Context: an optimization exercise on an open-source flow, tuned for small area, a short achievable clock period and few clock cycles per item. The choices shown serve that exercise and are no tape-out recipe.
Function was checked by simulation only, so behaviour that the tests miss may differ from the original.
Power and IR drop assume default switching activity.

--- flow/constraint.sdc ---
create_clock -name core_clock -period 5.0 [get_ports {i_clk}]
set_input_delay 1.0000 -clock core_clock [delete_from_list [all_inputs] [get_ports {i_clk}]]
set_output_delay 1.0000 -clock core_clock [all_outputs]
set_load 0.01 [all_outputs]
--- flow/standard.sh ---
#!/bin/bash
# synth_recipe.tcl (not shown) runs the flow's synth.tcl, then flattens the netlist and writes it again
# the make line also repeats each setting of config.mk as NAME=value (left out here)
make -C /OpenROAD-flow-scripts/flow DESIGN_CONFIG=/design/flow/config.mk WORK_HOME=/design/flow/orfs CLKGATE_MAP_FILE= SYNTH_SCRIPT=/design/flow/synth_recipe.tcl "${@:-finish}"
--- flow/design.v ---
`default_nettype none
package rsdf_pkg;
    localparam int BOUND_ENTRIES  = 16;
    localparam int REMOTE_ENTRIES = 16;
    localparam int SSRC_W     = 32;
    localparam int PT_W       = 7;
    localparam int MID_W      = 64;
    localparam int MASK_W     = 64;
    localparam int IN_W       = 168;   
    localparam int OUT_W      = 8;     
    localparam int CFG_IDX_W  = 3;
    localparam int CFG_DATA_W = 64;
    localparam logic [CFG_IDX_W-1:0] CFG_MID_VALID  = 3'd0;
    localparam logic [CFG_IDX_W-1:0] CFG_MID_HI     = 3'd1;
    localparam logic [CFG_IDX_W-1:0] CFG_MID_LO     = 3'd2;
    localparam logic [CFG_IDX_W-1:0] CFG_PT_MASK_HI = 3'd3;
    localparam logic [CFG_IDX_W-1:0] CFG_PT_MASK_LO = 3'd4;
    localparam logic [1:0] REASON_NONE   = 2'd0;
    localparam logic [1:0] REASON_MID    = 2'd1;
    localparam logic [1:0] REASON_REMOTE = 2'd2;
    localparam logic [1:0] REASON_PT     = 2'd3;
endpackage
`default_nettype wire
`default_nettype none
module rtp_stream_demux_filter_core (
    input  wire logic                            i_clk,
    input  wire logic                            i_rst_n,
    input  wire logic                            s_axis_tvalid,
    output logic                                 s_axis_tready,
    input  wire logic [rsdf_pkg::IN_W-1:0]       s_axis_tdata,
    input  wire logic [0:0]                      s_axis_tuser,
    output logic                                 m_axis_tvalid,
    input  wire logic                            m_axis_tready,
    output logic [rsdf_pkg::OUT_W-1:0]           m_axis_tdata,
    input  wire logic                            i_cfg_valid,
    output logic                                 o_cfg_ready,
    input  wire logic [rsdf_pkg::CFG_IDX_W-1:0]  i_cfg_index,
    input  wire logic [rsdf_pkg::CFG_DATA_W-1:0] i_cfg_data
);
    localparam int B_N  = rsdf_pkg::BOUND_ENTRIES;
    localparam int R_N  = rsdf_pkg::REMOTE_ENTRIES;
    localparam int SW   = rsdf_pkg::SSRC_W;
    localparam int FD   = 3;                       
    logic                          r_mid_valid;
    logic [rsdf_pkg::MID_W-1:0]    r_mid_hi;
    logic [rsdf_pkg::MID_W-1:0]    r_mid_lo;
    logic [rsdf_pkg::MASK_W-1:0]   r_pt_hi;
    logic [rsdf_pkg::MASK_W-1:0]   r_pt_lo;
    logic cfg_acc, mid_wr;
    assign o_cfg_ready = 1'b1;
    assign cfg_acc     = i_cfg_valid;
    assign mid_wr      = cfg_acc && (i_cfg_index <= rsdf_pkg::CFG_MID_LO);
    logic [rsdf_pkg::CFG_DATA_W-1:0] cfg_d;
    logic [4:0]                      cfg_en;
    assign cfg_d = i_cfg_data & {rsdf_pkg::CFG_DATA_W{i_rst_n}};
    always_comb begin
        for (int i = 0; i < 5; i++) begin
            cfg_en[i] = !i_rst_n || (cfg_acc && i_cfg_index == 3'(i));
        end
    end
    always_ff @(posedge i_clk) begin
        if (cfg_en[rsdf_pkg::CFG_MID_VALID])  r_mid_valid <= cfg_d[0];
        if (cfg_en[rsdf_pkg::CFG_MID_HI])     r_mid_hi    <= cfg_d;
        if (cfg_en[rsdf_pkg::CFG_MID_LO])     r_mid_lo    <= cfg_d;
        if (cfg_en[rsdf_pkg::CFG_PT_MASK_HI]) r_pt_hi     <= cfg_d;
        if (cfg_en[rsdf_pkg::CFG_PT_MASK_LO]) r_pt_lo     <= cfg_d;
    end
    logic [B_N-1:0] r_bnd_valid;
    logic [SW-1:0]  r_bnd_ssrc [B_N];
    logic [R_N-1:0] r_rem_valid;
    logic [SW-1:0]  r_rem_ssrc [R_N];
    logic          r_tready;
    logic [1:0]    r_inflight;         
    logic          in_acc;
    logic          out_pop;
    assign s_axis_tready = r_tready;
    assign in_acc        = s_axis_tvalid && r_tready;
    logic              r_b_v;
    logic              r_b_func;
    logic [SW-1:0]     r_b_ssrc;
    logic              r_b_mp;
    logic              r_b_mm;         
    logic              r_b_ptok;
    logic [B_N-1:0]    r_b_cmpb;       
    logic [1:0]        r_b_fcmpb;      
    logic [1:0]        r_b_cmpr;       
    logic [B_N-1:0]    r_p_bwr;        
    logic              r_b_kill;       
    logic              r_b_fwdb;       
    logic              r_b_fwdr;       
    logic [B_N-1:0] hitb;              
    logic           hitr;              
    logic [B_N-1:0] bwr;
    logic           b_filt, fb, rem, addb, addb_ok, ovfb, other, anyb_after, inb_after;
    logic           bfull, rfull, addr, addr_ok;
    logic           r_bfull, r_rfull;   
    logic           b_last, r_last;     
    logic [B_N-1:0] bfree;
    logic [R_N-1:0] rfree;
    logic           res_pass, res_ovf;
    logic [1:0]     res_reason;
    logic [SW-1:0]     in_ssrc;
    logic [6:0]        in_pt;
    logic              in_mp;
    logic [B_N-1:0]    in_cmpb;
    logic [R_N-1:0]    in_cmpr;
    logic              in_eqb;
    logic              in_ptok;
    logic              in_mm;
    assign in_ssrc = s_axis_tdata[31:0];
    assign in_pt   = s_axis_tdata[38:32];
    assign in_mp   = s_axis_tdata[39];
    always_comb begin
        for (int k = 0; k < B_N; k++) in_cmpb[k] = r_bnd_valid[k] && (r_bnd_ssrc[k] == in_ssrc);
        for (int k = 0; k < R_N; k++) in_cmpr[k] = r_rem_valid[k] && (r_rem_ssrc[k] == in_ssrc);
    end
    assign in_eqb  = r_b_v && (in_ssrc == r_b_ssrc);
    assign in_ptok = in_pt[6] ? r_pt_hi[in_pt[5:0]] : r_pt_lo[in_pt[5:0]];
    assign in_mm   = in_mp && r_mid_valid &&
                     (s_axis_tdata[103:40] == r_mid_hi) && (s_axis_tdata[167:104] == r_mid_lo);
    always_ff @(posedge i_clk) begin
        r_b_func <= s_axis_tuser[0];
        r_b_ssrc <= in_ssrc;
        r_b_mp   <= in_mp;
        r_b_mm   <= in_mm;
        r_b_ptok <= in_ptok;
        r_b_cmpb  <= in_cmpb;
        r_b_fcmpb <= {|in_cmpb[B_N-1:B_N/2], |in_cmpb[B_N/2-1:0]};
        r_b_cmpr  <= {|in_cmpr[R_N-1:R_N/2], |in_cmpr[R_N/2-1:0]};
        r_b_kill  <= in_eqb && rem;
        r_b_fwdb  <= in_eqb && addb_ok;
        r_b_fwdr  <= in_eqb && addr_ok;
    end
    always_comb begin
        bfree = ~r_bnd_valid & (r_bnd_valid + 1'b1);
        rfree = ~r_rem_valid & (r_rem_valid + 1'b1);
        bfull = r_bfull;
        rfull = r_rfull;
        hitb       = (r_b_cmpb & ~{B_N{r_b_kill}}) | (r_p_bwr & {B_N{r_b_fwdb}});
        fb         = ((|r_b_fcmpb) && !r_b_kill) || r_b_fwdb;
        hitr       = (|r_b_cmpr) || r_b_fwdr;
        b_filt     = r_b_v && !r_b_func;
        rem        = b_filt && fb && r_b_mp && !r_b_mm;
        addb       = b_filt && r_b_mm && !fb;
        addb_ok    = addb && !bfull;
        ovfb       = addb && bfull;
        other      = |(r_bnd_valid & ~hitb);
        inb_after  = (fb && !rem) || addb_ok;
        anyb_after = other || inb_after;
        res_pass   = 1'b0;
        res_reason = rsdf_pkg::REASON_NONE;
        addr       = 1'b0;
        if (r_b_func) begin
            addr = !hitr;
        end else if (anyb_after) begin
            res_pass   = inb_after;
            res_reason = inb_after ? rsdf_pkg::REASON_MID : rsdf_pkg::REASON_NONE;
        end else if (hitr) begin
            res_pass   = 1'b1;
            res_reason = rsdf_pkg::REASON_REMOTE;
        end else if (r_b_ptok) begin
            res_pass   = 1'b1;
            res_reason = rsdf_pkg::REASON_PT;
            addr       = 1'b1;
        end
        addr    = addr && r_b_v;
        addr_ok = addr && !rfull;
        res_ovf = ovfb || (addr && rfull);
        bwr = bfree & {B_N{addb_ok}};
    end
    always_comb begin
        b_last = &(r_bnd_valid | bfree);
        r_last = &(r_rem_valid | rfree);
    end
    always_ff @(posedge i_clk) begin
        if (!i_rst_n) begin
            r_bfull <= 1'b0;
            r_rfull <= 1'b0;
        end else begin
            if (mid_wr || rem) begin
                r_bfull <= 1'b0;
            end else if (addb_ok) begin
                r_bfull <= b_last;
            end
            if (addr_ok) begin
                r_rfull <= r_last;
            end
        end
    end
    always_ff @(posedge i_clk) begin
        r_p_bwr  <= bwr;
    end
    always_ff @(posedge i_clk) begin
        if (!i_rst_n) begin
            r_bnd_valid <= '0;
            r_rem_valid <= '0;
        end else begin
            if (mid_wr) begin
                r_bnd_valid <= '0;
            end else if (rem) begin
                r_bnd_valid <= r_bnd_valid & ~hitb;
            end else if (addb_ok) begin
                r_bnd_valid <= r_bnd_valid | bwr;
            end
            if (addr_ok) begin
                r_rem_valid <= r_rem_valid | rfree;
            end
        end
    end
    always_ff @(posedge i_clk) begin
        for (int k = 0; k < B_N; k++) begin
            if (bfree[k]) r_bnd_ssrc[k] <= r_b_ssrc;
        end
        for (int k = 0; k < R_N; k++) begin
            if (rfree[k]) r_rem_ssrc[k] <= r_b_ssrc;
        end
    end
    logic [3:0]   r_q [FD];
    logic [1:0]   r_cnt;
    logic         r_out_v;
    logic [3:0]   res;
    logic [1:0]   wpos;
    assign res     = {res_ovf, res_reason, res_pass};
    assign out_pop = r_out_v && m_axis_tready;
    assign wpos    = r_cnt - {1'b0, out_pop};
    assign m_axis_tvalid = r_out_v;
    assign m_axis_tdata  = {4'b0000, r_q[0]};
    always_ff @(posedge i_clk) begin
        for (int i = 0; i < FD; i++) begin
            if (r_b_v && wpos == 2'(i)) begin
                r_q[i] <= res;
            end else if (out_pop) begin
                if (i < FD - 1) r_q[i] <= r_q[i + 1];
            end
        end
    end
    logic [1:0] cnt_n, infl_n;
    assign cnt_n  = wpos + {1'b0, r_b_v};
    assign infl_n = r_inflight + {1'b0, in_acc} - {1'b0, out_pop};
    always_ff @(posedge i_clk) begin
        if (!i_rst_n) begin
            r_b_v      <= 1'b0;
            r_cnt      <= '0;
            r_out_v    <= 1'b0;
            r_inflight <= '0;
            r_tready   <= 1'b1;
        end else begin
            r_b_v      <= in_acc;
            r_cnt      <= cnt_n;
            r_out_v    <= (cnt_n != 2'd0);
            r_inflight <= infl_n;
            r_tready   <= (infl_n < 2'(FD));
        end
    end
endmodule
`default_nettype wire
--- flow/config.mk ---
export PLATFORM = sky130hd
export DESIGN_NAME = rtp_stream_demux_filter_core
export DESIGN_NICKNAME = rtp_stream_demux_filter_core
export VERILOG_FILES = /design/flow/design.v
export SDC_FILE = /design/flow/constraint.sdc
export NUM_CORES = 4
export LEC_CHECK = 0
export CAP_MARGIN = 0
export CORE_MARGIN = 2
export CORE_UTILIZATION = 60
export SETUP_SLACK_MARGIN = 2.8
export SLEW_MARGIN = 0
--- flow/flow/run.sh ---
#!/bin/bash
# Standard ORFS layout (the standard.sh) with two changes:
#  - port buffers are buf_2 cells instead of the default delay buffer
#  - CTS without dummy loads, clkbuf_16 clock buffers, sink clusters of up to 25 within 90 um
set -euo pipefail
export BUFFER_PORTS_ARGS="-buffer_cell sky130_fd_sc_hd__buf_2"
export CTS_ARGS="-sink_clustering_enable -repair_clock_nets -dont_use_dummy_load -buf_list sky130_fd_sc_hd__clkbuf_16 -sink_clustering_size 25 -sink_clustering_max_diameter 90"
bash standard.sh finish > flow_make.log 2>&1
==> impl_metrics.yaml, run 1 <==
run_status:
  outcome: "no timing/DRC/antenna violations"
global_route:
  grt_max_degree: 65
  grt_overflow: 0
  grt_pass1_vias: 33900
  grt_usage_pct: 38.0
  grt_antenna_before_repair: 7
  grt_first_pass_wirelength_mm: 261
floorplanning:
  fp.dieW_um: 317
  start_util_pct: 60.6
  num_rows: 114
  io_pins: 252
  die_area_um2: 100000
  core_um2: 96900
  dieHeight_um: 317
synthesis:
  synthTopCellsByArea: "edfxtp_1 66%, xor2_1 11%, xnor2_1 5.6%"
  yosysTopAreaCell: "edfxtp_1"
  synth_top_area_share_pct: 66.1
  synth_area_um2: 58700
  synth_ff_type: "edfxtp_1"
  synth_seq_cells: 1409
  synth_edf_count: 1293
  ys_types: 65
  yosys_warnings: 4
  ys_seq_area_share_pct: 70.1
  ys_async_sr_fraction_pct: 0
  syn_inst: 3756
  syn_avg_cell_area_um2: 15.6
timing:
  period_needed_ns: 2.42
  clock_skew_ns: 0.0336
  timing.final.crit_share_pct: 48.4
  fin_ws_ns: 2.58
  rsz0062_at_grt: "yes"
  slew_headroom_pct: 32.1
  setup_viol: 0
  report.final.hold_viol_count: 0
  drv_slew: 0
  worstMarginPinSlew_ns: 1.02
  max_freq_mhz: 413
  finalSetupTns_ns: 0
power_and_ir_drop:
  pwr-share-clk_pct: 27.6
  p_per_area_nw_per_um2: 322
  switching_share_pct: 23.8
  pwr-share-seq_pct: 62.1
  irDropWorstVdd_uv: 322
  p_comb_share_pct: 10.3
  p_leak_nw: 22.4
  p_int_mw: 16.4
  p_sw_mw: 5.12
drt:
  firstDrtPassIters: 6
  drtAntennaViolNets: 0
  vias: 35400
  drc_errors: 0
  detail_route.iter0.violations: 5184
  drt-total-wl_mm: 194
  wl_per_cell_um: 35.9
  via_per_inst: 6.54
worst_setup_path:
  regToRegStartpoint: "r_b_ssrc[26]"
  cp_slowest_cell: "or4_4"
  critPathMaxStageDelay_ns: 0.63
  path_common_cell: "nand4_1"
  r2r_setup_slack_ns: 2.59
  critPathRequiredTime_ns: 5.58
  start_kind: "input pin"
  worstReg2RegEnd: "r_b_kill"
  crit_fanout: 3
  r2r_cells: 6
  crit_chain: "buf_12, xnor2_4, nand4_1, nor4_4, nand4_1, or4_4, nor4_2"
  end_kind: "flip-flop"
  worst_ep_arrival_time_ns: 3.00
  worstSetupPathType: "in -> reg"
finish:
  area_growth_pct: 13.5
  fillCellCount: 6509
  layout_common_cells: "1293 x edfxtp_1, 759 x xor2_1, 362 x xnor2_1"
  final_common_cell: "edfxtp_1"
  nNetsFinal: 4370
  fin_util_pct: 68.8
  layout-drive-gt1-share_pct: 20.2
cts:
  tritoncts: "built"
  clkLatencyLatePin_ns: 0.67
  cts_max_level: 3
  clkTransAtPathRegs_ns: 0.10
  cts_root_buf: "clkbuf_16"
  cts_buffers: 66
  clock_sinks: 1409
  cts_max_path_buffers: 3
place:
  gp_congestion: 0.969
  port_buffers: 246
  post-place-ws_ns: 0.946
  dp_hpwl_mm: 110
run:
  maxCapViolations: 0
min_path:
  hold_path_end: "r_b_func"
  hp-class: "in -> reg"
  hold_depth: 1
  hp-start: "s_axis_tuser[0]"
==> stage by stage <==
stage               cells  hold WS (ns)  total power [mW]  instance area, um^2
finish               5406         0.447              21.5                66600
global route         5401         0.428              21.9                66600
CTS                  5359         0.415              21.4                65600
detailed placement   5226         0.484              15.6                62200
global placement     5226         0.489              15.6                62200
floorplan            3759         0.451              14.7                59200
==> registers in the layout (all words and copies together) (netlist names), 2 cells and up <==
register,flops
r_bnd_ssrc,512
r_rem_ssrc,512
r_mid_hi,64
r_mid_lo,64
r_pt_hi,64
r_pt_lo,64
r_b_ssrc,32
r_b_cmpb,16
r_bnd_valid,16
r_p_bwr,16
r_rem_valid,16
r_q,12
r_b_cmpr,2
r_b_fcmpb,2
r_cnt,2
r_inflight,2
==> area by class of cell <==
cell class	instances	area, um^2	area share (%)
flip-flops and latches	1409	41300	61.9
clock buffers	66	1650	2.48
repair buffers	467	4090	6.14
inverters	66	248	0.372
well taps	1276	1600	2.40
diodes	7	17.5	0.0263
multi-input cells	2115	17700	26.6
==> layer usage <==
layer / vias to the layer above / share of wire [%] / track usage, %
li1: 14400 / - / -
met4: 0 / 4.7 / 15.6
met5: - / 0 / 0
met1: 18100 / 37 / 52.0
met3: 466 / 11 / 5.61
met2: 2400 / 48 / 62.0
==> worst max-delay path: cells and delay by family <==
kind / cells / cell delay [ns]
and+or+nand+nor: 5 / 1.70
xor gates and xnor gates: 1 / 0.17
buffers and inverters: 1 / 0.11
==> Yosys cell counts (7+ instances only) <==
master     count
edfxtp_1    1293
xor2_1       759
xnor2_1      375
nor4_1       195
nand4_1      133
buf_2        116
dfxtp_1      116
nand3_1       76
nand2_1       74
and2_1        70
inv_1         66
nor3_1        63
nor2_1        49
clkbuf_1      32
mux4_2        30
nand2b_1      28
o22ai_1       27
buf_4         22
a21oi_1       19
o21ai_0       18
a221oi_1      16
mux2i_1       12
o21a_1        12
a21boi_0       9
o21ai_2        9
o2bb2ai_1      9
a211oi_1       8
a32oi_1        8
mux2_2         8
nor2b_1        8
buf_1          7
nor3b_1        7
==> power by group through the flow <==
stage               registers, mW  clock network (mW)  logic (mW)
detailed placement           13.6                   0        1.98
finish                       13.3                5.92        2.21
global placement             13.6                   0        1.95
CTS                          13.3                5.92        2.10
floorplan                    13.6                   0        1.04
global route                 13.4                6.28        2.28
==> worst max path at each step <==
stage	start	cells past startpoint	slack, ns	to
2_1_floorplan	i_cfg_valid	2	1.84	r_mid_hi[0]
3_3_place_gp	s_axis_tdata[26]	7	0.97	r_b_kill
3_5_place_dp	s_axis_tdata[26]	7	0.95	r_b_kill
4_1_cts	s_axis_tdata[31]	7	2.59	r_b_kill
5_1_grt	r_b_kill	11	2.54	r_rem_valid[11]
6_report	s_axis_tdata[26]	7	2.58	r_b_kill
==> cell families after synthesis <==
family | share of synthesized area (%)
DFF | 70.1
xor gates and xnor gates | 16.9
and+or+nand+nor | 7.05
buffers and inverters | 2.04
AOI/OAI and AO/OA | 2.22
muxes | 1.51
adders and majority gates | 0.153
other | 0.0128
==> repair_timing <==
| item | in CTS | in global routing |
|---|---|---|
| buffers inserted | 50 | 32 |
| setup endpoints to repair | 685 | 463 |
| hold buffers | 0 | 0 |
| pin swaps | 59 | 58 |
| resized for setup | 203 | 109 |
| gates cloned | 17 | 8 |
Testbench counts, summed over its fixed seeds: cycles 4,816, items 4,800.
==> run 2: changes to the inputs <==
--- a/flow/config.mk
+++ b/flow/config.mk
@@ -9,4 +9,4 @@
 export CORE_MARGIN = 2
 export CORE_UTILIZATION = 60
-export SETUP_SLACK_MARGIN = 2.8
+export SETUP_SLACK_MARGIN = 2.9
 export SLEW_MARGIN = 0
==> impl_metrics.yaml, run 2 <==
floorplanning:
  core_um2: 96900
  start_util_pct: 60.6
  num_rows: 114
  dieHeight_um: 317
  die_area_um2: 100000
  fp.dieW_um: 317
  io_pins: 252
timing:
  fin_ws_ns: 2.65
  report.final.hold_viol_count: 0
  rsz0062_at_grt: "yes"
  setup_viol: 0
  clock_skew_ns: 0.0576
  max_freq_mhz: 425
  timing.final.crit_share_pct: 47.0
  slew_headroom_pct: 26.9
  hold_slack_ns: 0.464
  period_needed_ns: 2.35
  drv_slew: 0
  finalSetupTns_ns: 0
  worstMarginPinSlew_ns: 1.09
synthesis:
  synthTopCellsByArea: "edfxtp_1 66%, xor2_1 11%, xnor2_1 5.6%"
  ys_seq_area_share_pct: 70.1
  yosysMostFrequentCell: "edfxtp_1"
  syn_avg_cell_area_um2: 15.6
  synth_ff_type: "edfxtp_1"
  synth_edf_count: 1293
  yosysTopAreaCell: "edfxtp_1"
  synth_seq_cells: 1409
  ys_async_sr_fraction_pct: 0
  syn_inst: 3756
  synth_top_area_share_pct: 66.1
  yosys_warnings: 4
  synth_area_um2: 58700
  synthTopCellsByCount: "1293 x edfxtp_1, 759 x xor2_1, 375 x xnor2_1"
  ys_types: 65
cts:
  cts_buffers: 66
  cts_max_path_buffers: 3
  hold_buffers: 0
  clkLatencyLatePin_ns: 0.68
  clkTransAtPathRegs_ns: 0.09
  clock_sinks: 1409
  tritoncts: "built"
  cts_root_buf: "clkbuf_16"
  cts_max_level: 3
power_and_ir_drop:
  pwr-share-clk_pct: 27.3
  irDropWorstVdd_uv: 266
  p_int_mw: 16.5
  p_comb_share_pct: 11.2
  power_mw: 21.7
  p_per_area_nw_per_um2: 313
  switching_share_pct: 24.1
  p_leak_nw: 23.8
  p_sw_mw: 5.24
  pwr-share-seq_pct: 61.5
finish:
  layout-drive-gt1-share_pct: 25.0
  final_common_cell: "edfxtp_1"
  top_regs: "r_bnd_ssrc (512), r_rem_ssrc (512)"
  layout_common_cells: "1293 x edfxtp_1, 742 x xor2_1, 349 x xnor2_1"
  nNetsFinal: 4520
  area_growth_pct: 18.3
min_path:
  hp-class: "in -> reg"
drt:
  via_per_inst: 6.65
  wl_per_cell_um: 37.2
  drtAntennaViolNets: 0
  vias: 37000
  drc_errors: 0
  detail_route.iter0.violations: 6033
  drt-total-wl_mm: 207
  firstDrtPassIters: 6
worst_setup_path:
  worstSetupPathType: "in -> reg"
  worst_ep_arrival_time_ns: 2.91
  crit_fanout: 4
  start_kind: "input pin"
  end_kind: "flip-flop"
  critPathRequiredTime_ns: 5.56
  r2r_setup_slack_ns: 2.68
global_route:
  grt_overflow: 0
  grt_usage_pct: 40.1
  grt_max_degree: 65
  grt_first_pass_wirelength_mm: 273
  grt_antenna_before_repair: 19
  grt_pass1_vias: 34900
place:
  dp_hpwl_mm: 121
  gp_congestion: 0.931
  post-place-ws_ns: 1.11
  port_buffers: 246
run:
  maxCapViolations: 0
run_status:
  outcome: "no timing/DRC/antenna violations"
==> run 2: kinds of logic after synthesis <==
| logic type | synth area share, % |
|---|---|
| AOI/OAI and AO/OA | 2.22 |
| xor gates and xnor gates | 16.9 |
| adders and majority gates | 0.153 |
| buffers and inverters | 2.04 |
| DFF | 70.1 |
| muxes | 1.51 |
| other | 0.0128 |
| and+or+nand+nor | 7.05 |
==> run 2: stage by stage <==
stage | instance area [um^2] | std cells | util [%]
final | 69500 | 5561 | 71.7
after global routing | 69400 | 5555 | 71.7
after CTS | 67400 | 5450 | 69.6
after detailed placement | 62400 | 5242 | 64.4
after global placement | 62400 | 5242 | 64.4
after floorplan | 59300 | 3759 | -
==> run 2: layer usage <==
layer / wire length, um / track usage (%) / vias up
li1: - / - / 14800
met1: 71500 / 54.0 / 18700
met2: 96600 / 63.8 / 2964
met3: 26300 / 7.30 / 567
met4: 12700 / 18.9 / 4
met5: 38 / 0 / -
==> run 2: path summary, 6_finish.rpt <==
| path | from | to | cells after the start |
|---|---|---|---|
| min reg2reg | r_rfull | r_rfull | 2 |
| min | s_axis_tuser[0] | r_b_func | 1 |
| max | s_axis_tdata[19] | r_b_kill | 7 |
| max reg2reg | r_b_ssrc[3] | r_b_kill | 6 |
==> run 2: cell type report <==
| cell class | instances | area [um^2] |
|---|---|---|
| Fill cell | 6122 | 27400 |
| Timing Repair Buffer | 616 | 6160 |
| Clock buffer | 66 | 1650 |
| Inverter | 66 | 251 |
| Tap cell | 1276 | 1600 |
| Sequential cell | 1409 | 41300 |
| Multi-Input combinational cell | 2116 | 18500 |
| Antenna cell | 12 | 30.0 |
==> run 2: power groups by stage <==
stage / Clock (mW) / Sequential (mW) / Combinational (mW)
floorplan: 0 / 13.6 / 1.04
global placement: 0 / 13.6 / 1.97
detailed placement: 0 / 13.6 / 1.99
CTS: 5.89 / 13.4 / 2.24
global route: 6.26 / 13.4 / 2.49
finish: 5.93 / 13.4 / 2.43
==> run 2: repair_timing <==
action | 4_1_cts | 5_1_grt
resized for setup | 385 | 190
setup buffers | 119 | 89
pin swaps | 88 | 96
gates cloned | 23 | 10
endpoints found under the setup margin | 802 | 319
==> run 2: worst max-delay path, stage by stage <==
cell and delay, ns:
buf_8 0.14, xnor2_4 0.20, nand4_1 0.28, nor4_4 0.29, nand4_1 0.22, or4_4 0.54, nor4_2 0.23
==> run 3: changes to the inputs <==
--- a/flow/config.mk
+++ b/flow/config.mk
@@ -8,5 +8,5 @@
 export CAP_MARGIN = 0
 export CORE_MARGIN = 2
-export CORE_UTILIZATION = 60
-export SETUP_SLACK_MARGIN = 2.9
+export CORE_UTILIZATION = 70
+export SETUP_SLACK_MARGIN = 2.7
 export SLEW_MARGIN = 0
==> impl_metrics.yaml, run 3 <==
synthesis:
  synth_ff_type: "edfxtp_1"
  synth-compound-area-share_pct: 2.22
  ys_types: 65
  yosysTopAreaCell: "edfxtp_1"
  synth_seq_cells: 1409
  synthAdderAreaFrac_pct: 0.153
  synthSimpleGateAreaFrac_pct: 7.05
  synth_area_um2: 58700
  syn_inst: 3756
  synthMuxAreaShare_pct: 1.51
  yosys_warnings: 4
  synthTopCellsByCount: "1293 x edfxtp_1, 759 x xor2_1, 375 x xnor2_1"
  yosysMostFrequentCell: "edfxtp_1"
  synth_xor_area_share_pct: 16.9
  syn_avg_cell_area_um2: 15.6
  synth_edf_count: 1293
  ys_seq_area_share_pct: 70.1
  synth_top_area_share_pct: 66.1
  synth_top_family_by_area: "XOR/XNOR gates"
  ys_async_sr_fraction_pct: 0
  synthTopCellsByArea: "edfxtp_1 66%, xor2_1 11%, xnor2_1 5.6%"
cts:
  cts_max_level: 3
  cts_max_path_buffers: 3
  cts_buffers: 67
  hold_buffers: 0
  cts_root_buf: "clkbuf_16"
  tritoncts: "built"
  clkTransAtPathRegs_ns: 0.10
  clock_sinks: 1409
  clkLatencyLatePin_ns: 0.68
global_route:
  grt_first_pass_wirelength_mm: 255
  grt_antenna_before_repair: 9
  grt_pass1_vias: 34900
  grt_overflow: 0
  grt_usage_pct: 42.9
  grt_max_degree: 74
run:
  maxCapViolations: 0
timing:
  max_freq_mhz: 417
  slew_headroom_pct: 31.8
  rsz0062_at_grt: "yes"
  clock_skew_ns: 0.0624
  timing.final.crit_share_pct: 47.9
  setup_viol: 0
  finalSetupTns_ns: 0
  worstMarginPinSlew_ns: 1.02
  report.final.hold_viol_count: 0
  fin_ws_ns: 2.60
  drv_slew: 0
  period_needed_ns: 2.40
power_and_ir_drop:
  irDropWorstVdd_uv: 369
  power_mw: 21.4
  p_leak_nw: 22.1
  p_per_area_nw_per_um2: 326
worst_setup_path:
  worst_ep_arrival_time_ns: 2.96
  critPathRequiredTime_ns: 5.56
  worstSetupPathType: "reg -> reg"
  start_kind: "flip-flop"
  end_kind: "flip-flop"
  crit_fanout: 8
drt:
  via_per_inst: 6.96
  drc_errors: 0
  wl_per_cell_um: 35.7
  drtAntennaViolNets: 0
  firstDrtPassIters: 5
  detail_route.iter0.violations: 5977
  drt-total-wl_mm: 186
  vias: 36200
floorplanning:
  num_rows: 106
  dieHeight_um: 294
  die_area_um2: 86200
  start_util_pct: 70.5
  io_pins: 252
  core_um2: 83300
  fp.dieW_um: 294
finish:
  top_regs: "r_bnd_ssrc (512), r_rem_ssrc (512)"
  nNetsFinal: 4365
  fillCellCount: 4508
  layout_common_cells: "1293 x edfxtp_1, 758 x xor2_1, 375 x xnor2_1"
  layout-drive-gt1-share_pct: 19.0
  final_area_um2: 65700
  final_common_cell: "edfxtp_1"
  area_growth_pct: 12.0
place:
  post-place-ws_ns: 1.23
  port_buffers: 246
  gp_congestion: 0.976
  placed_area_um2: 62000
  dp_hpwl_mm: 111
min_path:
  hp-class: "in -> reg"
run_status:
  outcome: "no timing/DRC/antenna violations"
[run 3: cell counts after synthesis]
Identical to the previous run, type by type.
[run 3: final timing paths]
check	slack, ns	start	depth (start not counted)	to
setup / recovery	2.60	r_rem_valid[1]	6	r_rfull
hold / removal	0.47	s_axis_tuser[0]	1	r_b_func
setup reg to reg	2.60	r_rem_valid[1]	6	r_rfull
hold reg to reg	0.50	r_rfull	2	r_rfull
[run 3: through the flow]
| step | cells | hold slack (ns) | utilization, % |
|---|---|---|---|
| 2_1_floorplan | 3759 | 0.451 | - |
| 3_3_place_gp | 5044 | 0.485 | 74.4 |
| 3_5_place_dp | 5044 | 0.491 | 74.4 |
| 4_1_cts | 5171 | 0.443 | 78.2 |
| 5_1_grt | 5200 | 0.455 | 78.9 |
| 6_report | 5201 | 0.466 | 78.9 |
[run 3: cell families after synthesis]
| logic type | after synthesis |
|---|---|
| flip-flops | 1409 |
| AO/OA/AOI/OAI | 177 |
| buffers and inverters | 248 |
| other | 2 |
| adder cells (fa/ha/maj) | 8 |
| AND/OR/NAND/NOR | 728 |
| multiplexers | 50 |
| XOR/XNOR | 1134 |
[run 3: power by group]
group | leakage, nW | total [mW] | internal, mW | switching, mW
combinational | 8.40 | 2.15 | 0.757 | 1.39
sequential | 12.9 | 13.4 | 13.2 | 0.180
clock | 0.826 | 5.88 | 2.41 | 3.46
total | 22.1 | 21.4 | 16.4 | 5.04
[run 3: worst max-delay path: stages, from the launching register on]
cell	delay (ns)
dfxtp_2	0.46
nand3_2	0.27
nor3_1	0.52
o211ai_1	0.18
o21ai_0	0.11
nand4_1	0.47
o21ai_1	0.27
[run 3: timing repair]
item / in CTS / in global routing
endpoints found under the setup margin: 603 / 298
pin swaps: 23 / 33
gates resized for setup: 180 / 91
buffers inserted: 50 / 26
cloned: 10 / 1
[run 3: area by class of cell]
| cell class | count | area, um^2 | area share (%) |
|---|---|---|---|
| sequential | 1409 | 41200 | 62.7 |
| multi-input combinational | 2108 | 17300 | 26.3 |
| timing repair buffer | 468 | 3930 | 5.97 |
| clock buffer | 67 | 1680 | 2.55 |
| tap | 1080 | 1350 | 2.06 |
| inverter | 66 | 248 | 0.377 |
| antenna | 3 | 7.51 | 0.0114 |
[run 3: metal layers]
| metal | wire, um | global-route usage (%) | up-vias |
|---|---|---|---|
| met5 | 0 | 0 | - |
| met4 | 10900 | 21.6 | 0 |
| met3 | 25600 | 9.11 | 605 |
| met2 | 86400 | 67.1 | 3065 |
| met1 | 63000 | 57.9 | 18100 |
| li1 | - | - | 14400 |
==> run 4: changes to the inputs <==
--- a/flow/design.v
+++ b/flow/design.v
@@ -96,4 +96,5 @@
     logic           r_bfull, r_rfull;   
     logic           b_last, r_last;     
+    logic           bmulti;             
     logic [B_N-1:0] bfree;
     logic [R_N-1:0] rfree;
@@ -136,4 +137,5 @@
         rfree = ~r_rem_valid & (r_rem_valid + 1'b1);
         bfull = r_bfull;
+        bmulti = |(r_bnd_valid & (r_bnd_valid - 1'b1));
         rfull = r_rfull;
         hitb       = (r_b_cmpb & ~{B_N{r_b_kill}}) | (r_p_bwr & {B_N{r_b_fwdb}});
@@ -145,5 +147,5 @@
         addb_ok    = addb && !bfull;
         ovfb       = addb && bfull;
-        other      = |(r_bnd_valid & ~hitb);
+        other      = fb ? bmulti : (|r_bnd_valid);
         inb_after  = (fb && !rem) || addb_ok;
         anyb_after = other || inb_after;
==> impl_metrics.yaml, run 4 <==
run_status:
  outcome: "no timing/DRC/antenna violations"
global_route:
  grt_max_degree: 76
  grt_pass1_vias: 35500
  grt_first_pass_wirelength_mm: 255
  grt_antenna_before_repair: 12
  grt_overflow: 0
  grt_usage_pct: 42.8
place:
  port_buffers: 246
  placed_area_um2: 62100
  dp_hpwl_mm: 108
  gp_congestion: 0.932
synthesis:
  yosys_warnings: 4
  synth_xor_area_share_pct: 16.8
  synthTopCellsByCount: "1293 x edfxtp_1, 758 x xor2_1, 365 x xnor2_1"
  synth_top_area_share_pct: 66.2
  ys_async_sr_fraction_pct: 0
  syn_inst: 3762
  synthMuxAreaShare_pct: 1.59
  yosysMostFrequentCell: "edfxtp_1"
  ys_seq_area_share_pct: 70.2
  synthTopCellsByArea: "edfxtp_1 66%, xor2_1 11%, xnor2_1 5.5%"
  ys_types: 70
  synthAdderAreaFrac_pct: 0.188
  synth_edf_count: 1293
  yosysTopAreaCell: "edfxtp_1"
  synth_ff_type: "edfxtp_1"
  syn_avg_cell_area_um2: 15.6
  synth_top_family_by_area: "XOR/XNOR gates"
  synth_seq_cells: 1409
  synth-compound-area-share_pct: 2.44
  synthSimpleGateAreaFrac_pct: 6.93
  synth_area_um2: 58600
timing:
  rsz0062_at_grt: "yes"
  report.final.hold_viol_count: 0
  drv_slew: 0
  hold_slack_ns: 0.471
  clock_skew_ns: 0.0508
  period_needed_ns: 2.83
  max_freq_mhz: 354
  finalSetupTns_ns: 0
  timing.final.crit_share_pct: 56.6
  slew_headroom_pct: 22.8
  worstMarginPinSlew_ns: 1.16
  setup_viol: 0
finish:
  nNetsFinal: 4414
  layout_common_cells: "1293 x edfxtp_1, 753 x xor2_1, 356 x xnor2_1"
  layout-drive-gt1-share_pct: 20.0
  area_growth_pct: 13.8
  final_area_um2: 66700
  fin_util_pct: 80.1
  top_regs: "r_bnd_ssrc (512), r_rem_ssrc (512)"
  final_common_cell: "edfxtp_1"
cts:
  cts_buffers: 66
  tritoncts: "built"
  clkTransAtPathRegs_ns: 0.09
  cts_max_level: 3
  cts_root_buf: "clkbuf_16"
  cts_max_path_buffers: 3
  clkLatencyLatePin_ns: 0.66
  clock_sinks: 1409
  hold_buffers: 0
drt:
  drc_errors: 0
  drt-total-wl_mm: 187
  detail_route.iter0.violations: 5977
  drtAntennaViolNets: 0
  vias: 36500
  via_per_inst: 6.95
  firstDrtPassIters: 6
  wl_per_cell_um: 35.5
power_and_ir_drop:
  p_int_mw: 16.5
  pwr-share-clk_pct: 27.1
  power_mw: 21.6
  p_sw_mw: 5.10
  p_leak_nw: 22.7
  pwr-share-seq_pct: 62.3
  p_per_area_nw_per_um2: 323
  switching_share_pct: 23.7
  irDropWorstVdd_uv: 427
  p_comb_share_pct: 10.7
worst_setup_path:
  crit_family: "simple AND/OR/NAND/NOR gates"
  worst_ep_arrival_time_ns: 3.34
  path_buf_inv: 1
  critPathMaxStageDelay_ns: 0.60
  cp_slowest_cell: "or4_4"
  worstSetupPathType: "reg -> reg"
  end_kind: "flip-flop"
  critPathRequiredTime_ns: 5.51
  crit_fanout: 19
  crit_chain: "or4_4, a2111oi_1, nor3_1, nor3_4, a41oi_4, buf_12, o31ai_1"
  start_kind: "flip-flop"
run:
  maxCapViolations: 0
floorplanning:
  fp.dieW_um: 293
  die_area_um2: 86100
  start_util_pct: 70.4
  io_pins: 252
  num_rows: 106
  dieHeight_um: 293
  core_um2: 83300
min_path:
  hp-class: "reg -> reg"
-- run 4: power by group through the flow --
| stage | Combinational (mW) | Sequential [mW] | Clock [mW] |
|---|---|---|---|
| floorplan | 1.15 | 13.7 | 0 |
| global placement | 1.97 | 13.7 | 0 |
| detailed placement | 2.01 | 13.7 | 0 |
| CTS | 2.17 | 13.4 | 5.79 |
| global route | 2.36 | 13.5 | 6.19 |
| finish | 2.31 | 13.4 | 5.84 |
-- run 4: metrics by stage --
step / setup slack [ns] / std cells
after floorplan: 1.84 / 3765
after global placement: 1.26 / 5045
after detailed placement: 1.25 / 5045
after CTS: 2.30 / 5205
after global routing: 2.07 / 5248
final: 2.17 / 5254
-- run 4: what timing repair did --
action	CTS	global route
gates resized for setup	251	97
setup endpoints to repair	632	485
gates cloned	12	6
setup buffers	82	36
pin swaps	27	29
-- run 4: cell type report --
| cell class | count | area, um^2 |
|---|---|---|
| diodes | 7 | 17.5 |
| clock buffers | 66 | 1650 |
| fillers | 4317 | 16600 |
| inverters | 79 | 304 |
| multi-input cells | 2099 | 17400 |
| flip-flops and latches | 1409 | 41200 |
| well taps | 1080 | 1350 |
| repair buffers | 513 | 4720 |
| repair inverters | 1 | 5.00 |
-- run 4: worst paths after layout --
check	from	to	slack, ns	cells past startpoint
worst max-delay path	r_bnd_valid[0]	r_rem_valid[15]	2.17	7
worst min-delay path	r_tready	r_b_v	0.47	2
worst max register to register	r_bnd_valid[0]	r_rem_valid[15]	2.17	7
worst min register to register	r_tready	r_b_v	0.47	2
-- run 4: kinds of logic after synthesis --
| logic type | count (synthesis) |
|---|---|
| simple gates | 717 |
| buf+inv | 267 |
| compound gates | 187 |
| fa+ha+maj | 10 |
| flops | 1409 |
| xor+xnor | 1123 |
| mux | 47 |
| other cells | 2 |
-- run 4: worst register-to-register path, delay by kind of cell, from the launching register on --
kind | cells | cell delay [ns]
AO/OA/AOI/OAI | 3 | 1.00
buffers and inverters | 1 | 0.20
flip-flops | 1 | 0.36
AND/OR/NAND/NOR | 3 | 1.12
-- run 4: per-layer routing --
metal	vias to the layer above	part of all wire (%)	GRT usage, %
met5	-	0.0070	0
met4	2	5.8	21.9
met3	622	15	10.3
met2	3212	46	66.5
met1	18100	34	57.1
li1	14600	-	-
Testbench counts of run 4, summed over its fixed seeds: cycles 4,816, items 4,800.
==> run 5: changes to the inputs <==
--- a/flow/config.mk
+++ b/flow/config.mk
@@ -8,5 +8,5 @@
 export CAP_MARGIN = 0
 export CORE_MARGIN = 2
-export CORE_UTILIZATION = 70
+export CORE_UTILIZATION = 60
 export SETUP_SLACK_MARGIN = 2.7
 export SLEW_MARGIN = 0
==> impl_metrics.yaml, run 5 <==
floorplanning:
  die_area_um2: 100000
  start_util_pct: 60.6
  num_rows: 114
  fp.dieW_um: 317
  core_um2: 96700
  io_pins: 252
  dieHeight_um: 317
timing:
  drv_slew: 0
  period_needed_ns: 2.69
  slew_headroom_pct: 34.5
  clock_skew_ns: 0.0383
  report.final.hold_viol_count: 0
  worstMarginPinSlew_ns: 0.982
  finalSetupTns_ns: 0
  rsz0062_at_grt: "yes"
  setup_viol: 0
  timing.final.crit_share_pct: 53.8
  max_freq_mhz: 372
  fin_ws_ns: 2.31
finish:
  layout_common_cells: "1293 x edfxtp_1, 749 x xor2_1, 357 x xnor2_1"
  nNetsFinal: 4424
  seqCellArea_um2: 41200
  top_regs: "r_bnd_ssrc (512), r_rem_ssrc (512)"
  fillCellCount: 6509
  final_common_cell: "edfxtp_1"
  layout-drive-gt1-share_pct: 20.2
  multiInputGateArea_um2: 17400
  area_growth_pct: 14.6
worst_setup_path:
  critical_path_depth: 7
  worst_ep_arrival_time_ns: 3.25
  crit_chain: "or4_4, or3_4, o41a_1, o31ai_4, a41oi_4, buf_12, o31ai_1"
  critPathRequiredTime_ns: 5.56
  cp_slowest_cell: "or4_4"
  end_kind: "flip-flop"
  path_buf_inv: 1
  r2r_cells: 7
  crit_fanout: 19
  crit_family: "compound AO/OA/AOI/OAI gates"
  worstSetupPathType: "reg -> reg"
  start_kind: "flip-flop"
  critPathMaxStageDelay_ns: 0.56
synthesis:
  synthTopCellsByArea: "edfxtp_1 66%, xor2_1 11%, xnor2_1 5.5%"
  synthTopCellsByCount: "1293 x edfxtp_1, 758 x xor2_1, 365 x xnor2_1"
  synth_top_family_by_area: "XOR/XNOR gates"
  synthSimpleGateAreaFrac_pct: 6.93
  synth-compound-area-share_pct: 2.44
  ys_async_sr_fraction_pct: 0
  synthAdderAreaFrac_pct: 0.188
  synth_xor_area_share_pct: 16.8
  yosysMostFrequentCell: "edfxtp_1"
  yosys_warnings: 4
  syn_inst: 3762
  yosysTopAreaCell: "edfxtp_1"
  synthMuxAreaShare_pct: 1.59
  syn_avg_cell_area_um2: 15.6
  synth_ff_type: "edfxtp_1"
  synth_seq_cells: 1409
  synth_top_area_share_pct: 66.2
  ys_seq_area_share_pct: 70.2
  synth_area_um2: 58600
  ys_types: 70
  synth_edf_count: 1293
cts:
  cts_root_buf: "clkbuf_16"
  clock_sinks: 1409
  hold_buffers: 0
  cts_buffers: 66
  cts_max_level: 3
  tritoncts: "built"
  clkLatencyLatePin_ns: 0.68
  clkTransAtPathRegs_ns: 0.10
  cts_max_path_buffers: 3
global_route:
  grt_first_pass_wirelength_mm: 262
  grt_usage_pct: 38.1
  grt_antenna_before_repair: 12
  grt_pass1_vias: 34500
  grt_overflow: 0
  grt_max_degree: 85
min_path:
  hold_depth: 1
  hp-class: "in -> reg"
power_and_ir_drop:
  irDropWorstVdd_uv: 301
  p_leak_nw: 22.8
  p_per_area_nw_per_um2: 323
drt:
  drtAntennaViolNets: 0
  via_per_inst: 6.54
  wl_per_cell_um: 35.3
  drc_errors: 0
  detail_route.iter0.violations: 5665
  vias: 35700
  firstDrtPassIters: 6
  drt-total-wl_mm: 193
place:
  dp_hpwl_mm: 114
  gp_congestion: 0.911
  post-place-ws_ns: 1.31
  port_buffers: 246
run:
  maxCapViolations: 0
run_status:
  outcome: "no timing/DRC/antenna violations"
==> run 5: cell counts after synthesis <==
Identical to the previous run, type by type.
==> run 5: metal layers <==
metal / vias up / GRT usage [%] / routed length, um
met4: 2 / 15.7 / 8890
met1: 18300 / 53.6 / 71400
li1: 14600 / - / -
met5: - / 0 / 20
met3: 420 / 6.74 / 23400
met2: 2475 / 59.5 / 89200
==> run 5: through the flow <==
stage / utilization, % / power, mW / hold slack (ns) / instances / area (um^2)
after floorplan: - / 14.8 / 0.454 / 3765 / 60000
after global placement: 64.6 / 15.7 / 0.466 / 5256 / 62500
final: 69.5 / 21.7 / 0.442 / 5461 / 67200
after global routing: 69.4 / 22.1 / 0.420 / 5457 / 67200
after detailed placement: 64.6 / 15.8 / 0.485 / 5256 / 62500
after CTS: 68.4 / 21.6 / 0.404 / 5418 / 66100
==> run 5: cells by family after synthesis <==
group,after synthesis
other,2
adder cells (fa/ha/maj),10
AO/OA/AOI/OAI,187
multiplexers,47
buffers and inverters,267
AND/OR/NAND/NOR,717
flip-flops,1409
XOR/XNOR,1123
==> run 5: layout make-up <==
type | count | share of cell area (%)
Multi-Input combinational cell | 2097 | 25.9
Clock buffer | 66 | 2.46
Antenna cell | 8 | 0.0298
Inverter | 79 | 0.447
Timing Repair Buffer | 526 | 7.39
Tap cell | 1276 | 2.38
Sequential cell | 1409 | 61.4
==> run 5: final timing paths <==
kind	from	end	slack, ns
worst min register to register	r_bnd_valid[11]	r_p_bwr[11]	0.47
worst max register to register	r_bnd_valid[7]	r_rem_valid[5]	2.31
worst min-delay path	s_axis_tuser[0]	r_b_func	0.44
worst max-delay path	r_bnd_valid[7]	r_rem_valid[5]	2.31
==> run 5: power by group <==
group	switching [mW]	internal (mW)
combinational	1.48	0.845
clock	3.53	2.38
sequential	0.179	13.3
==> run 5: timing repair <==
action,CTS,global route
pin swaps,29,31
endpoints found under the setup margin,523,292
buffers inserted,82,30
resized for setup,215,110
cloned,14,5
==> run 5: worst register-to-register path: cells and delay by family, from the launching register on <==
kind	cells	cell delay [ns]
AOI/OAI and AO/OA	4	1.13
and+or+nand+nor	2	0.92
DFF	1	0.36
buffers and inverters	1	0.19
==> run 6: changes to the inputs <==
--- a/flow/design.v
+++ b/flow/design.v
@@ -96,5 +96,4 @@
     logic           r_bfull, r_rfull;   
     logic           b_last, r_last;     
-    logic           bmulti;             
     logic [B_N-1:0] bfree;
     logic [R_N-1:0] rfree;
@@ -137,5 +136,4 @@
         rfree = ~r_rem_valid & (r_rem_valid + 1'b1);
         bfull = r_bfull;
-        bmulti = |(r_bnd_valid & (r_bnd_valid - 1'b1));
         rfull = r_rfull;
         hitb       = (r_b_cmpb & ~{B_N{r_b_kill}}) | (r_p_bwr & {B_N{r_b_fwdb}});
@@ -147,5 +145,5 @@
         addb_ok    = addb && !bfull;
         ovfb       = addb && bfull;
-        other      = fb ? bmulti : (|r_bnd_valid);
+        other      = |(r_bnd_valid & ~hitb);
         inb_after  = (fb && !rem) || addb_ok;
         anyb_after = other || inb_after;
==> flow/flow/run.sh (replaced) <==
#!/bin/bash
# Standard ORFS layout (the standard.sh) with two changes:
#  - port buffers are buf_2 cells instead of the default delay buffer
#  - CTS without dummy loads, clkbuf_8 clock buffers
set -euo pipefail
export BUFFER_PORTS_ARGS="-buffer_cell sky130_fd_sc_hd__buf_2"
export CTS_ARGS="-sink_clustering_enable -repair_clock_nets -dont_use_dummy_load -buf_list sky130_fd_sc_hd__clkbuf_8"
bash standard.sh finish > flow_make.log 2>&1
==> impl_metrics.yaml, run 6 <==
run_status:
  outcome: "no timing/DRC/antenna violations"
global_route:
  grt_pass1_vias: 34900
  grt_first_pass_wirelength_mm: 260
  grt_max_degree: 65
  grt_usage_pct: 37.8
  grt_antenna_before_repair: 11
  grt_overflow: 0
synthesis:
  synthTopCellsByArea: "edfxtp_1 66%, xor2_1 11%, xnor2_1 5.6%"
  synth_edf_count: 1293
  synth_top_area_share_pct: 66.1
  yosysTopAreaCell: "edfxtp_1"
  synthTopCellsByCount: "1293 x edfxtp_1, 759 x xor2_1, 375 x xnor2_1"
  yosys_warnings: 4
  syn_inst: 3756
  syn_avg_cell_area_um2: 15.6
  ys_async_sr_fraction_pct: 0
  synth_area_um2: 58700
  synth_seq_cells: 1409
  synth_ff_type: "edfxtp_1"
  ys_seq_area_share_pct: 70.1
  ys_types: 65
  yosysMostFrequentCell: "edfxtp_1"
timing:
  finalSetupTns_ns: 0
  rsz0062_at_grt: "yes"
  fin_ws_ns: 2.54
  setup_viol: 0
  drv_slew: 0
  worstMarginPinSlew_ns: 1.14
  timing.final.crit_share_pct: 49.1
  report.final.hold_viol_count: 0
  max_freq_mhz: 407
  period_needed_ns: 2.46
  clock_skew_ns: 0.0768
  slew_headroom_pct: 23.8
finish:
  multiInputGateArea_um2: 17100
  top_regs: "r_bnd_ssrc (512), r_rem_ssrc (512)"
  layout-drive-gt1-share_pct: 21.2
  fillCellCount: 6662
  layout_common_cells: "1293 x edfxtp_1, 759 x xor2_1, 374 x xnor2_1"
  instances_no_fill: 5535
  seqCellArea_um2: 41300
  area_growth_pct: 13.3
  nNetsFinal: 4498
  final_common_cell: "edfxtp_1"
cts:
  clkLatencyLatePin_ns: 0.92
  cts_max_path_buffers: 3
  cts_max_level: 4
  cts_buffers: 219
  clock_sinks: 1409
  cts_root_buf: "clkbuf_8"
  clkTransAtPathRegs_ns: 0.05
  tritoncts: "built"
power_and_ir_drop:
  p_per_area_nw_per_um2: 350
  p_sw_mw: 5.51
  p_int_mw: 17.8
  p_comb_share_pct: 9.0
  switching_share_pct: 23.7
  irDropWorstVdd_uv: 289
  pwr-share-clk_pct: 33.5
  p_leak_nw: 22.5
  power_mw: 23.3
  pwr-share-seq_pct: 57.5
worst_setup_path:
  critPathRequiredTime_ns: 5.71
  r2r_cells: 6
  worstSetupPathType: "reg -> reg"
  worstReg2RegEnd: "r_b_mm"
  start_kind: "flip-flop"
  regToRegStartpoint: "r_mid_hi[63]"
  end_kind: "flip-flop"
  r2r_setup_slack_ns: 2.54
  crit_fanout: 1
  worst_ep_arrival_time_ns: 3.17
  cp-startpoint: "r_mid_hi[63]"
place:
  gp_congestion: 0.943
  port_buffers: 246
  dp_hpwl_mm: 116
  dpl.cell_count: 5255
  post-place-ws_ns: 0.941
drt:
  vias: 35700
  wl_met2_mm: 91.1
  drtAntennaViolNets: 0
  via_per_inst: 6.44
  drt-total-wl_mm: 190
  firstDrtPassIters: 6
  drc_errors: 0
  drt-met1-wl_mm: 70.4
  route.met3.wl_mm: 18.7
  top_layer: "met5"
  wl_per_cell_um: 34.3
  detail_route.iter0.violations: 5039
floorplanning:
  core_um2: 96900
  start_util_pct: 60.6
  die_area_um2: 100000
  fp.dieW_um: 317
  io_pins: 252
  num_rows: 114
  dieHeight_um: 317
min_path:
  hp-class: "in -> reg"
  hold_path_end: "r_b_func"
  hold_depth: 1
  hp-start: "s_axis_tuser[0]"
run:
  maxCapViolations: 0
run 6: what timing repair did:
action                                 CTS  global route
pin swaps                               26            12
endpoints found under the hold margin    0             0
resized for setup                      105            64
hold buffers                             0             0
setup buffers                           34            13
gates cloned                             6             0
setup endpoints to repair              653           293
run 6: layout make-up:
type | instances | share of cell area [%]
sequential | 1409 | 62.0
clock buffer | 219 | 4.53
multi-input combinational | 2108 | 25.8
inverter | 66 | 0.378
timing repair buffer | 449 | 4.83
antenna | 8 | 0.0301
tap | 1276 | 2.40
run 6: critical path: stages (launching register included):
cell and delay (ns):
edfxtp_1 0.48, xnor2_1 0.20, nand4_1 0.30, nor4_4 0.32
nand4_1 0.15, or4_4 0.45, nor4_4 0.38
run 6: worst max-delay path by stage:
stage,to,cells after the start
3_3_place_gp,r_b_mm,7
3_5_place_dp,r_b_mm,7
4_1_cts,r_b_mm,6
5_1_grt,r_b_mm,6
2_1_floorplan,r_mid_hi[0],2
6_report,r_b_mm,6
run 6: routing by layer:
metal	up-vias	track usage (%)
met2	2267	61.1
met5	-	0
met4	2	17.3
met3	502	7.35
met1	18200	49.9
li1	14700	-
run 6: cells by family (layout without fill, tap and decap cells):
group | Yosys count | in the layout | synth area share (%)
mux | 50 | 50 | 1.51
compound gates | 177 | 177 | 2.22
fa+ha+maj | 8 | 8 | 0.153
flops | 1409 | 1409 | 70.1
buf+inv | 248 | 734 | 2.04
simple gates | 728 | 734 | 7.05
other cells | 2 | 13 | 0.0128
xor+xnor | 1134 | 1134 | 16.9
run 6: power by group through the flow:
stage          clock, mW  combinational, mW  sequential [mW]
5_1_grt             8.32               2.17             13.4
4_1_cts             7.86               2.04             13.4
6_report            7.80               2.10             13.4
3_3_place_gp           0               1.96             13.6
3_5_place_dp           0               1.99             13.6
2_1_floorplan          0               1.04             13.6
run 6: stage by stage:
step	hold WS, ns	util [%]	area [um^2]
finish	0.247	68.7	66500
CTS	0.181	68.3	66100
global placement	0.491	64.4	62300
global route	0.213	68.7	66500
detailed placement	0.488	64.4	62300
floorplan	0.451	-	59100
Testbench counts of run 6, summed over its fixed seeds: cycles 4,816, items 4,800.
==> run 7: changes to the inputs <==
--- a/flow/design.v
+++ b/flow/design.v
@@ -80,9 +80,9 @@
     logic [SW-1:0]     r_b_ssrc;
     logic              r_b_mp;
-    logic              r_b_mm;         
+    logic [1:0]        r_b_mm;         
     logic              r_b_ptok;
     logic [B_N-1:0]    r_b_cmpb;       
-    logic [1:0]        r_b_fcmpb;      
-    logic [1:0]        r_b_cmpr;       
+    logic [3:0]        r_b_fcmpb;      
+    logic [3:0]        r_b_cmpr;       
     logic [B_N-1:0]    r_p_bwr;        
     logic              r_b_kill;       
@@ -107,5 +107,4 @@
     logic              in_eqb;
     logic              in_ptok;
-    logic              in_mm;
     assign in_ssrc = s_axis_tdata[31:0];
     assign in_pt   = s_axis_tdata[38:32];
@@ -117,15 +116,16 @@
     assign in_eqb  = r_b_v && (in_ssrc == r_b_ssrc);
     assign in_ptok = in_pt[6] ? r_pt_hi[in_pt[5:0]] : r_pt_lo[in_pt[5:0]];
-    assign in_mm   = in_mp && r_mid_valid &&
-                     (s_axis_tdata[103:40] == r_mid_hi) && (s_axis_tdata[167:104] == r_mid_lo);
     always_ff @(posedge i_clk) begin
         r_b_func <= s_axis_tuser[0];
         r_b_ssrc <= in_ssrc;
         r_b_mp   <= in_mp;
-        r_b_mm   <= in_mm;
+        r_b_mm   <= {in_mp && r_mid_valid && (s_axis_tdata[167:104] == r_mid_lo),
+                     in_mp && r_mid_valid && (s_axis_tdata[103:40]  == r_mid_hi)};
         r_b_ptok <= in_ptok;
         r_b_cmpb  <= in_cmpb;
-        r_b_fcmpb <= {|in_cmpb[B_N-1:B_N/2], |in_cmpb[B_N/2-1:0]};
-        r_b_cmpr  <= {|in_cmpr[R_N-1:R_N/2], |in_cmpr[R_N/2-1:0]};
+        for (int q = 0; q < 4; q++) begin
+            r_b_fcmpb[q] <= |in_cmpb[q*(B_N/4) +: B_N/4];
+            r_b_cmpr[q]  <= |in_cmpr[q*(R_N/4) +: R_N/4];
+        end
         r_b_kill  <= in_eqb && rem;
         r_b_fwdb  <= in_eqb && addb_ok;
@@ -141,6 +141,6 @@
         hitr       = (|r_b_cmpr) || r_b_fwdr;
         b_filt     = r_b_v && !r_b_func;
-        rem        = b_filt && fb && r_b_mp && !r_b_mm;
-        addb       = b_filt && r_b_mm && !fb;
+        rem        = b_filt && fb && r_b_mp && !(&r_b_mm);
+        addb       = b_filt && (&r_b_mm) && !fb;
         addb_ok    = addb && !bfull;
         ovfb       = addb && bfull;
==> flow/flow/run.sh (replaced) <==
#!/bin/bash
# Standard ORFS layout (the standard.sh) with two changes:
#  - port buffers are buf_2 cells instead of the default delay buffer
#  - CTS without dummy loads, clkbuf_16 clock buffers, sink clusters of up to 25 within 90 um
set -euo pipefail
export BUFFER_PORTS_ARGS="-buffer_cell sky130_fd_sc_hd__buf_2"
export CTS_ARGS="-sink_clustering_enable -repair_clock_nets -dont_use_dummy_load -buf_list sky130_fd_sc_hd__clkbuf_16 -sink_clustering_size 25 -sink_clustering_max_diameter 90"
bash standard.sh finish > flow_make.log 2>&1
--- a/flow/config.mk
+++ b/flow/config.mk
@@ -9,4 +9,4 @@
 export CORE_MARGIN = 2
 export CORE_UTILIZATION = 60
-export SETUP_SLACK_MARGIN = 2.7
+export SETUP_SLACK_MARGIN = 2.75
 export SLEW_MARGIN = 0
==> impl_metrics.yaml, run 7 <==
timing:
  clock_skew_ns: 0.0391
  rsz0062_at_grt: "yes"
  timing.final.crit_share_pct: 51.9
  drv_slew: 0
  finalSetupTns_ns: 0
  slew_headroom_pct: 32.0
  period_needed_ns: 2.60
  setup_viol: 0
  max_freq_mhz: 385
  report.final.hold_viol_count: 0
  worstMarginPinSlew_ns: 1.02
worst_setup_path:
  path_buf_inv: 1
  critical_path_depth: 7
  crit_chain: "or4_4, a21o_4, or3_4, buf_12, a2111oi_4, nand4_1, o31ai_2"
  cp_slowest_cell: "or4_4"
  worstSetupPathType: "reg -> reg"
  crit_family: "simple AND/OR/NAND/NOR gates"
  start_kind: "flip-flop"
  worst_ep_arrival_time_ns: 3.18
  r2r_cells: 7
  critPathMaxStageDelay_ns: 0.55
  crit_fanout: 2
  end_kind: "flip-flop"
  critPathRequiredTime_ns: 5.59
power_and_ir_drop:
  switching_share_pct: 23.9
  p_sw_mw: 5.22
  p_int_mw: 16.6
  p_comb_share_pct: 11.0
  pwr-share-seq_pct: 61.5
  p_leak_nw: 22.2
  irDropWorstVdd_uv: 308
  power_mw: 21.8
  pwr-share-clk_pct: 27.5
  p_per_area_nw_per_um2: 318
cts:
  clkLatencyLatePin_ns: 0.66
  clock_sinks: 1414
  cts_max_level: 3
  cts_buffers: 67
  cts_root_buf: "clkbuf_16"
  clkTransAtPathRegs_ns: 0.10
  hold_buffers: 0
  cts_max_path_buffers: 3
  tritoncts: "built"
synthesis:
  synth_top_area_share_pct: 66.2
  synthTopCellsByArea: "edfxtp_1 66%, xnor2_1 14%, dfxtp_1 4.1%"
  yosys_warnings: 4
  synth_edf_count: 1293
  synth_area_um2: 58700
  ys_seq_area_share_pct: 70.3
  synthTopCellsByCount: "1293 x edfxtp_1, 947 x xnor2_1, 247 x nand4_1"
  ys_types: 66
  ys_async_sr_fraction_pct: 0
  synth_seq_cells: 1414
  syn_inst: 3744
  yosysMostFrequentCell: "edfxtp_1"
  synth_ff_type: "edfxtp_1"
  syn_avg_cell_area_um2: 15.7
  yosysTopAreaCell: "edfxtp_1"
floorplanning:
  die_area_um2: 100000
  core_um2: 96900
  fp.dieW_um: 317
  start_util_pct: 60.6
  dieHeight_um: 317
  io_pins: 252
  num_rows: 114
finish:
  final_common_cell: "edfxtp_1"
  nNetsFinal: 4497
  area_growth_pct: 16.8
  seqCellArea_um2: 41300
  fillCellCount: 6357
  layout_common_cells: "1293 x edfxtp_1, 912 x xnor2_1, 247 x nand4_1"
  layout-drive-gt1-share_pct: 23.5
  top_regs: "r_bnd_ssrc (512), r_rem_ssrc (512)"
  multiInputGateArea_um2: 18100
run_status:
  outcome: "no timing/DRC/antenna violations"
global_route:
  grt_overflow: 0
  grt_max_degree: 66
  grt_pass1_vias: 34800
  grt_first_pass_wirelength_mm: 269
  grt_usage_pct: 39.3
  grt_antenna_before_repair: 9
place:
  port_buffers: 246
  gp_congestion: 0.917
  dp_hpwl_mm: 120
min_path:
  hold_depth: 1
  hp-class: "in -> reg"
drt:
  firstDrtPassIters: 6
  drtAntennaViolNets: 0
  top_layer: "met5"
  via_per_inst: 6.62
  drc_errors: 0
  vias: 36600
  wl_met2_mm: 91.8
  route.met3.wl_mm: 25.0
  detail_route.iter0.violations: 6334
  wl_per_cell_um: 36.1
  drt-met1-wl_mm: 73.7
  drt-total-wl_mm: 200
run:
  maxCapViolations: 0
==> run 7: changes by cell type in the layout (fill, tap and decap cells not counted), sizes merged, moves of 12 or more <==
cell | before | now
nor4 | 197 | 125
clkbuf | 220 | 74
xnor2 | 375 | 947
nand2 | 74 | 59
nand4 | 133 | 247
mux2i | 12 | 0
nor3 | 65 | 34
xor2 | 759 | 194
nand3 | 76 | 50
buf | 448 | 597
or4 | 5 | 17
==> run 7: layout make-up <==
type                    instances  area share, %
multi-input cells            2098           26.4
clock buffers                  67           2.45
diodes                          5         0.0183
well taps                    1276           2.33
flip-flops and latches       1414           60.3
repair buffers                605           8.12
inverters                      66          0.367
==> run 7: worst register-to-register path, cell delays in order, from the launching register on <==
cell and delay [ns]:
dfxtp_2 0.35, or4_4 0.56, a21o_4 0.23, or3_4 0.35, buf_12 0.15, a2111oi_4 0.19
nand4_1 0.50, o31ai_2 0.18
==> run 7: final timing paths <==
| check | startpoint | end | slack, ns |
|---|---|---|---|
| worst max-delay path | r_b_fcmpb[0] | r_bfull | 2.40 |
| worst min-delay path | s_axis_tuser[0] | r_b_func | 0.45 |
| worst max register to register | r_b_fcmpb[0] | r_bfull | 2.40 |
| worst min register to register | r_tready | r_b_v | 0.47 |
==> run 7: metrics by stage <==
stage / worst slack [ns] / hold slack (ns) / instances / cell area, um^2 / util [%]
after floorplan: 2.30 / 0.482 / 3747 / 59600 / -
after global placement: 0.819 / 0.465 / 5261 / 62500 / 64.5
after detailed placement: 0.819 / 0.470 / 5261 / 62500 / 64.5
after CTS: 2.45 / 0.430 / 5413 / 66300 / 68.5
after global routing: 2.36 / 0.436 / 5526 / 68500 / 70.8
final: 2.40 / 0.455 / 5531 / 68600 / 70.8
==> run 7: layer usage <==
layer,vias up,GRT usage [%]
met5,-,0
met2,2675,61.1
met1,18700,54.7
met4,2,15.3
li1,14700,-
met3,448,8.65
==> run 7: timing repair <==
item	CTS	global route
gates cloned	13	5
resized for setup	294	234
setup buffers	72	108
endpoints found under the setup margin	611	381
pin swaps	63	73
==> run 7: logic make-up after synthesis <==
kind of cell | synth area share (%)
muxes | 1.30
AOI/OAI and AO/OA | 2.23
adders and majority gates | 0.136
buffers and inverters | 1.93
other | 0.0128
xor gates and xnor gates | 17.0
DFF | 70.3
and+or+nand+nor | 7.08
==> run 7: power groups by stage <==
stage,Combinational [mW],Sequential (mW),Clock (mW)
3_3_place_gp,2.04,13.7,0
2_1_floorplan,1.13,13.7,0
4_1_cts,2.19,13.4,5.97
6_report,2.40,13.4,5.99
3_5_place_dp,2.06,13.7,0
5_1_grt,2.47,13.4,6.35
Testbench counts of run 7, summed over its fixed seeds: cycles 4,816, items 4,800.

==> what the ideal ports hide <==
The results above use ideal ports. As a check the final layouts listed here were re-extracted and re-timed, cells and wires unchanged.
Step 1 (the two cells are an assumption about what drives the block):
set clk [get_ports {i_clk}]
set_driving_cell -lib_cell sky130_fd_sc_hd__clkbuf_16 $clk
set_driving_cell -lib_cell sky130_fd_sc_hd__buf_2 [delete_from_list [all_inputs] $clk]
Step 2 adds t to the input delays and takes it off the output delays; t is the mean of the earliest and latest rising clock arrival at the registers after step 1. Input paths then give back, and output paths get back, about the clock's delay inside the block.
a / b / c = ideal / step 1 / step 2; a / b = the first two.
run | shift t [ns] | setup slack, ns | worst setup path at the end
run 1 | 0.729 | 2.580 / 2.595 / 1.878 | input to register
run 2 | 0.728 | 2.649 / 2.685 / 1.957 | input to register
run 3 | 0.700 | 2.603 / 2.603 / 1.974 | input to register
run 4 | 0.703 | 2.172 / 2.172 / 1.558 | input to register
run 5 | 0.728 | 2.312 / 2.312 / 1.804 | input to register
run 6 | 0.950 | 2.543 / 2.539 / 1.729 | input to register
run 7 | 0.722 | 2.404 / 2.404 / 1.888 | input to register
After both steps setup and hold are still met in every run listed. The setup slack of run 6, which loses most, moves by -0.004 ns with the drivers and by -0.814 ns with both steps.
